What follows belongs to an exercise in optimizing a design on an open flow for small area, a short achievable clock period and few clock cycles; a production flow would make more cautious choices. At most, simulation tests tie the RTL to the original design; equivalence was not proved. Power figures rest on the tool's default switching activity, not on a simulated workload.

## toroidal_life_generation_step
module toroidal_life_generation_step (
	input  logic        clk,
	input  logic        arst_n,
	input  logic        cfg_we,
	input  logic        cfg_index,
	input  logic [6:0]  cfg_data,
	input  logic        s_tvalid,
	output logic        s_tready,
	input  logic [15:0] s_tdata,    
	input  logic [1:0]  s_tuser,    
	output logic        m_tvalid,
	input  logic        m_tready,
	output logic [7:0]  m_tdata     
);
	localparam int H  = tlg_pkg::MAX_HEIGHT;
	localparam int CB = tlg_pkg::COL_BITS;
	localparam int CW = tlg_pkg::COL_W;
	localparam int RW = tlg_pkg::ROW_W;
	localparam int QD = 3;    
	localparam int IW = 14;   
	logic [CW-1:0] wm1_q;
	logic [RW-1:0] hm1_q;
	logic          clr_q;
	logic [CW-1:0] pcol_q;
	logic          ready_q;
	logic          v1_q, vb_q;
	logic [IW-1:0] it1_q, itb_q;
	logic          first_q;          
	logic          run_q, genb_q;
	logic [CW-1:0] rem_q;
	logic [RW-1:0] gh_q;
	logic          sw_ok_q;
	logic [1:0]    cnt_q;
	logic          mvalid_q;
	logic [QD-1:0][1:0] q_q;
	logic [H-1:0]      sw_q;
	logic [H-1:0][1:0] hs_q;
	logic [1:0]        hs_last_q;
	logic          wl, wl1, lsw_q, l3_q;
	logic [CW-1:0] wm1_d;
	logic [1:0]    lsel_q, rs_q, lt_q, lt_d;
	logic [CW-1:0] lm1_q, rm1_q, rl_q, ltm1_q, ltm1_d;
	logic [CW-1:0] c1_q, c2_q, c3_q;   
  ...
Settings: LEC_CHECK=0, ABC_CLOCK_PERIOD_IN_PS=3000, CAP_MARGIN=20, CORE_MARGIN=2, CORE_UTILIZATION=50, CTS_CLUSTER_DIAMETER=80, CTS_CLUSTER_SIZE=24, SETUP_SLACK_MARGIN=5, SLEW_MARGIN=20; clock period 8.0 ns.
run.sh (not shown) runs the stock make flow with config.mk's settings and CLKGATE_MAP_FILE= SYNTH_SCRIPT=/design/flow/synth_recipe.tcl, a recipe that flattens the netlist after the stock synthesis.
Testbench counts at the start, summed over its fixed seeds: cycles 11,153.
Edit:
Settings changed: ABC_AREA set to 1, ABC_CLOCK_PERIOD_IN_PS 3000 to not set, CTS_CLUSTER_SIZE 24 to 27.
The new run produced a clean layout.
Via count climbs by 14%.
Final area drops by about 0.8%.
Clock-buffer cell count drops by 6.
Worst setup slack gains 0.059 ns.
Edit:
Settings changed: CTS_CLUSTER_SIZE 27 to 24.
Via count is higher slightly.
Cell area stays flat.
Core utilization is higher by 0.14 points.
Combinational power is about the same.
Clock skew is lower by 0.011 ns.
Total power is higher slightly.
Die area stays the same.
Sequential power hardly moves.

P:
toroidal_life_generation_step, a different RTL version from the one above (not shown whole).
Size: about 4,100 cells after synthesis, ~2,300 flip-flops, roughly 41 I/O pins, roughly 61,000 um^2 of cells after synthesis.
make LEC_CHECK=0 ABC_CLOCK_PERIOD_IN_PS=3000 CAP_MARGIN=20 CORE_MARGIN=2 CORE_UTILIZATION=50 SETUP_SLACK_MARGIN=4.6 SLEW_MARGIN=20 finish   # period 8.0 ns
P finished all stages; the layout is clean.
## Diff of input files: Q against P
-- flow/config.mk --
<<< P, line 7
export LEC_CHECK = 0
export ABC_CLOCK_PERIOD_IN_PS = 3000
export CAP_MARGIN = 20
export CORE_MARGIN = 2
export CORE_UTILIZATION = 50
export SETUP_SLACK_MARGIN = 4.6
export SLEW_MARGIN = 20
>>> Q, line 7
export LEC_CHECK = 0
export CAP_MARGIN = 20
export CORE_MARGIN = 2
export CORE_UTILIZATION = 30
export SLEW_MARGIN = 20
--- outcome ---
Summary of Q over P: logic gate share of total power shrank by 1.9 points, clock-pin slew of the registers on the worst-case setup and hold paths held steady, first-pass GRT wire length shrank by 2500 um, non-clock buffer count in the final layout shrank by 108, total combinational power shrank by about 23%. Going from P to Q, half-perimeter wire length after placement rose 2500 um, reported clock group power went up, worst setup slack shows a reduction of 980 ps.
No run of this note included a check of the RTL's function; only the layout flow was run.

## before
toroidal_life_generation_step, a different RTL version from the one above (not shown whole).
Size: roughly 5100 cells after synthesis, ~41 I/O pins, roughly 62000 µm² of cells after synthesis.
Design toroidal_life_generation_step, start of the top module:
module toroidal_life_generation_step (
	input  logic        clk,
	input  logic        arst_n,
	input  logic        cfg_we,
	input  logic        cfg_index,
	input  logic [6:0]  cfg_data,
	input  logic        s_tvalid,
	output logic        s_tready,
	input  logic [15:0] s_tdata,    
	input  logic [1:0]  s_tuser,    
	output logic        m_tvalid,
	input  logic        m_tready,
	output logic [7:0]  m_tdata     
);
	localparam int H  = tlg_pkg::MAX_HEIGHT;
	localparam int CB = tlg_pkg::COL_BITS;
	localparam int CW = tlg_pkg::COL_W;
	localparam int RW = tlg_pkg::ROW_W;
	localparam int QD = 3;    
	localparam int IW = 14;   
	logic [CW-1:0] wm1_q;
	logic [RW-1:0] hm1_q;
	logic          clr_q;
	logic [CW-1:0] pcol_q;
	logic          ready_q;
	logic          v1_q, vb_q;
	logic [IW-1:0] it1_q, itb_q;
	logic          first_q;          
	logic          run_q, genb_q, last_q;
	logic [CW-1:0] rem_q;
	logic [RW-1:0] gh_q;
	logic          sw_ok_q;
	logic [1:0]    cnt_q;
	logic          mvalid_q;
	logic [QD-1:0][1:0] q_q;
	logic [H-1:0]      sw_q;
	logic [H-1:0][1:0] hs_q;
	logic [1:0]        hs_last_q;
	logic          wl, wl1, lsw_q, l3_q;
	logic [1:0]    lsel_q, rs_q, lt_q, lt_d;
	logic [CW-1:0] lm1_q, rm1_q, rl_q, ltm1_q, ltm1_d;
	logic [CW-1:0] c1_q, c2_q, c3_q;   
	logic [CW-1:0] qcol_q;             
	logic          split_next, merge_next, gen_busy, acc1;
	logic [H-1:0]  hsel_q;    
	logic [1:0]    hs_last;
	logic [H-1:0]  live3, keep;
	logic          accept, adv, done1, wr_hit, rd_hit, gen_start, gen_a, last_a, slot3_ok;
	logic          is_rd1, is_wr1, is_step1, pop;
	logic [1:0]    kind1;
	logic [RW-1:0] row1;
	logic [CW-1:0] col1, k3;
	logic [1:0]    wd1;
	logic          v1_d, vb_d;
	logic [IW-1:0] item_in, it1_d, itb_d;
	logic [1:0]    cnt_d, tot_q, tot_d;
	logic          stp_q;
	logic [CB-1:0] slot0, slot1, slot2, slot3, d1, d3, gen_col;
	logic [H-1:0]  live0, live1, live2, left, right;
	logic [H-1:0][1:0] hs, hsx;
	logic [1:0]    rd_val, rd_cell;
	assign item_in = {s_tuser, s_tdata[10:6], s_tdata[4:0], s_tdata[13], s_tdata[13] ^ s_tdata[12]};
	assign {kind1, row1, col1, wd1} = it1_q;
	assign is_rd1   = kind1 == tlg_pkg::KIND_READ;
	assign is_wr1   = kind1 == tlg_pkg::KIND_WRITE;
	assign is_step1 = kind1 == tlg_pkg::KIND_STEP;
	assign k3       = c3_q;
  ...
clock: 8.0 ns
lec_check: 0
abc_area: 1
cap_margin: 20
core_margin: 2
core_utilization: 50
cts_cluster_diameter: 60
cts_cluster_size: 30
setup_slack_margin: 5
slew_margin: 20
What after does differently from before at the input level:
Settings: swapping 30 for 27 in CTS_CLUSTER_SIZE; swapping 60 for 80 in CTS_CLUSTER_DIAMETER.
[summary]
As of after, number of non-filler instances in the completed layout had fallen slightly compared to before. Total power of the final layout improves in after relative to before. Summary — combinational group share of total power, after relative to before: higher, by 0.4 points. Clock network power consumption (after vs. before) decreases by more than 10%. [diff] hold slack, after relative to before: regression. [diff] total internal power, after relative to before: improvement. after closes out successfully: all stages finished, all timing, DRC and antenna checks passed.
Function was not checked in any run of this note: the RTL went through the layout flow alone.

== the baseline ==
Another version of the RTL of toroidal_life_generation_step (not shown whole).
For scale: ~5100 cells after synthesis, about 2300 flip-flops, about 61000 µm² of cells after synthesis.
Settings: LEC_CHECK=0, ABC_AREA=1, CAP_MARGIN=20, CORE_MARGIN=2, CORE_UTILIZATION=50, CTS_CLUSTER_DIAMETER=80, CTS_CLUSTER_SIZE=30, SETUP_SLACK_MARGIN=5, SLEW_MARGIN=20; clock period 8.0 ns.
Testbench counts of the baseline, summed over its fixed seeds: cycles 11,153.
For the candidate, these inputs were changed with respect to the baseline:
- a change of CTS_CLUSTER_SIZE from 30 to 24
Notes after the runs:
- [the candidate] sequential share of layout area fell 0.33 points relative to the baseline
- The candidate vs. the baseline: number of clock buffers inserted by TritonCTS higher, sum of buffers and inverters on the critical path went down 2.
- Compared with the baseline, in the candidate total length of routed met3 wires went down by 3.2%, layout buffering overhead excluding clock cells level, detail-routed via count per cell ~0 delta.
- The candidate vs. the baseline: clock transition time at the flip-flop clock pins of the worst setup and hold paths roughly the same; post-route cell area higher; leakage power figure higher.
- Taking the baseline over the candidate, the total of clock buffers placed in the layout ratio works out to 0.822.

toroidal_life_generation_step, a different RTL version from the one above (not shown whole).
For scale: roughly 41 I/O pins, roughly 58,000 sq um of cells after synthesis.
Settings: LEC_CHECK=0, ABC_CLOCK_PERIOD_IN_PS=3000, CAP_MARGIN=20, CORE_MARGIN=2, CORE_UTILIZATION=50, SETUP_SLACK_MARGIN=5, SLEW_MARGIN=20; clock period 8.0 ns.
Next try:
Settings changed: CTS_CLUSTER_DIAMETER set to 80, CTS_CLUSTER_SIZE set to 24.
What happened:
- via count shrinks by 3.1%
- total power falls by 15%
- global-route usage came out lower by 0.51 points
- register-to-register slack hardly moves
- cell count fell by 3.8%
- sequential cell count does not change
- count of clock-buffer cells in the layout came out lower by 148
Function was not checked in any run of this note: the RTL went through the layout flow alone.

Another version of the RTL of toroidal_life_generation_step (not shown whole).
For scale: about 4100 cells after synthesis, ~2200 flip-flops, ~41 I/O pins, ~0.057 mm2 of cells after synthesis.
Design toroidal_life_generation_step, start of the top module:
module toroidal_life_generation_step (
	input  logic        clk,
	input  logic        arst_n,
	input  logic        cfg_we,
	input  logic        cfg_index,
	input  logic [6:0]  cfg_data,
	input  logic        s_tvalid,
	output logic        s_tready,
	input  logic [15:0] s_tdata,    
	input  logic [1:0]  s_tuser,    
	output logic        m_tvalid,
	input  logic        m_tready,
	output logic [7:0]  m_tdata     
);
clock: 8.0 ns
lec_check: 0
abc_area: 1
cap_margin: 20
core_margin: 2
core_utilization: 50
cts_cluster_diameter: 80
cts_cluster_size: 24
setup_slack_margin: 5
slew_margin: 20
Testbench counts at the start, summed over its fixed seeds: cycles 12,625.
Edit:
- ABC_AREA: 1 -> default
- ABC_CLOCK_PERIOD_IN_PS: default -> 3000
The new run passed the timing, DRC and antenna checks; worst setup slack gets worse by 0.11 ns; worst hold slack loses 0.015 ns; area after synthesis hardly moves; sequential cell count does not change; register-to-register slack got worse by 0.11 ns; first-iteration DRC count went down by 30%; routed wire length goes down by 3.6%; sequential power stays flat; power grows by 5.2%; sequential share of layout area fell by 0.46 points.

v6:
Another version of the RTL of toroidal_life_generation_step (not shown whole).
Size in the first run: roughly 2200 flip-flops, ~41 I/O pins, roughly 57000 um2 of cells after synthesis.
clock: 8.0 ns
lec_check: 0
abc_clock_period_in_ps: 3000
cap_margin: 20
core_margin: 2
core_utilization: 60
cts_cluster_diameter: 60
cts_cluster_size: 32
setup_slack_margin: 5
slew_margin: 20
v6 | stages: all done | timing, DRC, antenna: all pass
Testbench counts of v6, summed over its fixed seeds: cycles 12,625.
Here is what was changed in the inputs of v7 compared with v6.
--- a/flow/config.mk
+++ b/flow/config.mk
@@ -10,5 +10,5 @@
 export CORE_MARGIN = 2
-export CORE_UTILIZATION = 60
-export CTS_CLUSTER_DIAMETER = 60
-export CTS_CLUSTER_SIZE = 32
+export CORE_UTILIZATION = 50
+export CTS_CLUSTER_DIAMETER = 80
+export CTS_CLUSTER_SIZE = 24
 export SETUP_SLACK_MARGIN = 5
### Flow results
v7 | stages: all done | timing, DRC, antenna: all pass
From v6 to v7 the numbers moved as follows: number of rows in the core area grew by 9.8%, area added between synthesis and finish down 1.6 points.
v6 has a higher total detailed-routing wirelength than v7.
Between v6 and v7, met3 track demand over resource is higher for v6, v7 comes in under that.
Diff v6 -> v7 | number of filler cells placed in the layout | up by more than a quarter
In v7, global-route wire length before repair is lower than in v6.
Wire length on met1 in v7 vs v6: down 2.9%
Fraction of power consumed by combinational cells: v7 vs v6 — no meaningful difference
Switching power summed over all nets for v7: about 13% down relative to v6

-- separate check: timing with driven ports --
The results above use ideal ports. As a check the final layouts listed here were re-extracted and re-timed, cells and wires unchanged. Step 1, drivers: a clkbuf_16 drives clk and a buf_2 each remaining input, both assumed. Step 2 adds t to the input delays and takes it off the output delays; t is the mean of the earliest and latest rising clock arrival at the registers after step 1. Input paths then give back, and output paths get back, about the clock's delay inside the block. Slacks: ideal / step 1 / step 2; pairs: ideal / step 1.
| run | t (ns) | slack for setup (ns) | hold slack, ns | worst setup path after step 2 | worst register clock-pin slew, ns |
|---|---|---|---|---|---|
| the first run of note 1 | 0.830 | 4.930 / 4.930 / 4.271 | 0.308 / 0.308 / 0.308 | input to register | 0.11 / 0.11 |
| the second run of note 1 | 0.781 | 4.989 / 5.006 / 4.258 | 0.307 / 0.307 / 0.307 | input to register | 0.11 / 0.11 |
| the third run of note 1 | 0.798 | 5.020 / 5.030 / 4.282 | 0.319 / 0.319 / 0.319 | input to register | 0.11 / 0.11 |
| P | 0.878 | 4.528 / 4.528 / 4.126 | 0.304 / 0.304 / 0.304 | input to register | 0.07 / 0.07 |
| Q | 0.884 | 3.547 / 3.547 / 3.547 | 0.299 / 0.299 / 0.299 | register to register | 0.07 / 0.07 |
| before | 0.813 | 4.958 / 4.958 / 4.329 | 0.291 / 0.291 / 0.291 | input to register | 0.11 / 0.11 |
| after | 0.779 | 4.975 / 4.975 / 4.330 | 0.285 / 0.285 / 0.285 | input to register | 0.11 / 0.11 |
| the baseline | 0.791 | 5.029 / 5.029 / 4.488 | 0.307 / 0.307 / 0.307 | input to register | 0.12 / 0.12 |
| the candidate | 0.831 | 4.984 / 4.984 / 4.418 | 0.307 / 0.307 / 0.307 | input to register | 0.10 / 0.10 |
| the first run of note 5 | 0.851 | 4.994 / 4.930 / 4.197 | 0.306 / 0.306 / 0.306 | input to register | 0.07 / 0.07 |
| the second run of note 5 | 0.793 | 5.041 / 4.971 / 4.324 | 0.303 / 0.303 / 0.303 | input to register | 0.10 / 0.10 |
| the first run of note 6 | 0.783 | 5.072 / 5.039 / 4.476 | 0.311 / 0.311 / 0.311 | input to register | 0.11 / 0.11 |
| the second run of note 6 | 0.774 | 4.965 / 4.965 / 4.361 | 0.296 / 0.296 / 0.296 | input to register | 0.10 / 0.10 |
| v6 | 0.784 | 4.620 / 4.620 / 4.016 | 0.313 / 0.313 / 0.313 | input to register | 0.11 / 0.11 |
| v7 | 0.770 | 4.711 / 4.711 / 4.052 | 0.300 / 0.300 / 0.300 | input to register | 0.11 / 0.11 |
After both steps setup and hold are still met in every run listed. The setup slack of the first run of note 5, which loses most, moves by -0.064 ns with the drivers and by -0.797 ns with both steps.
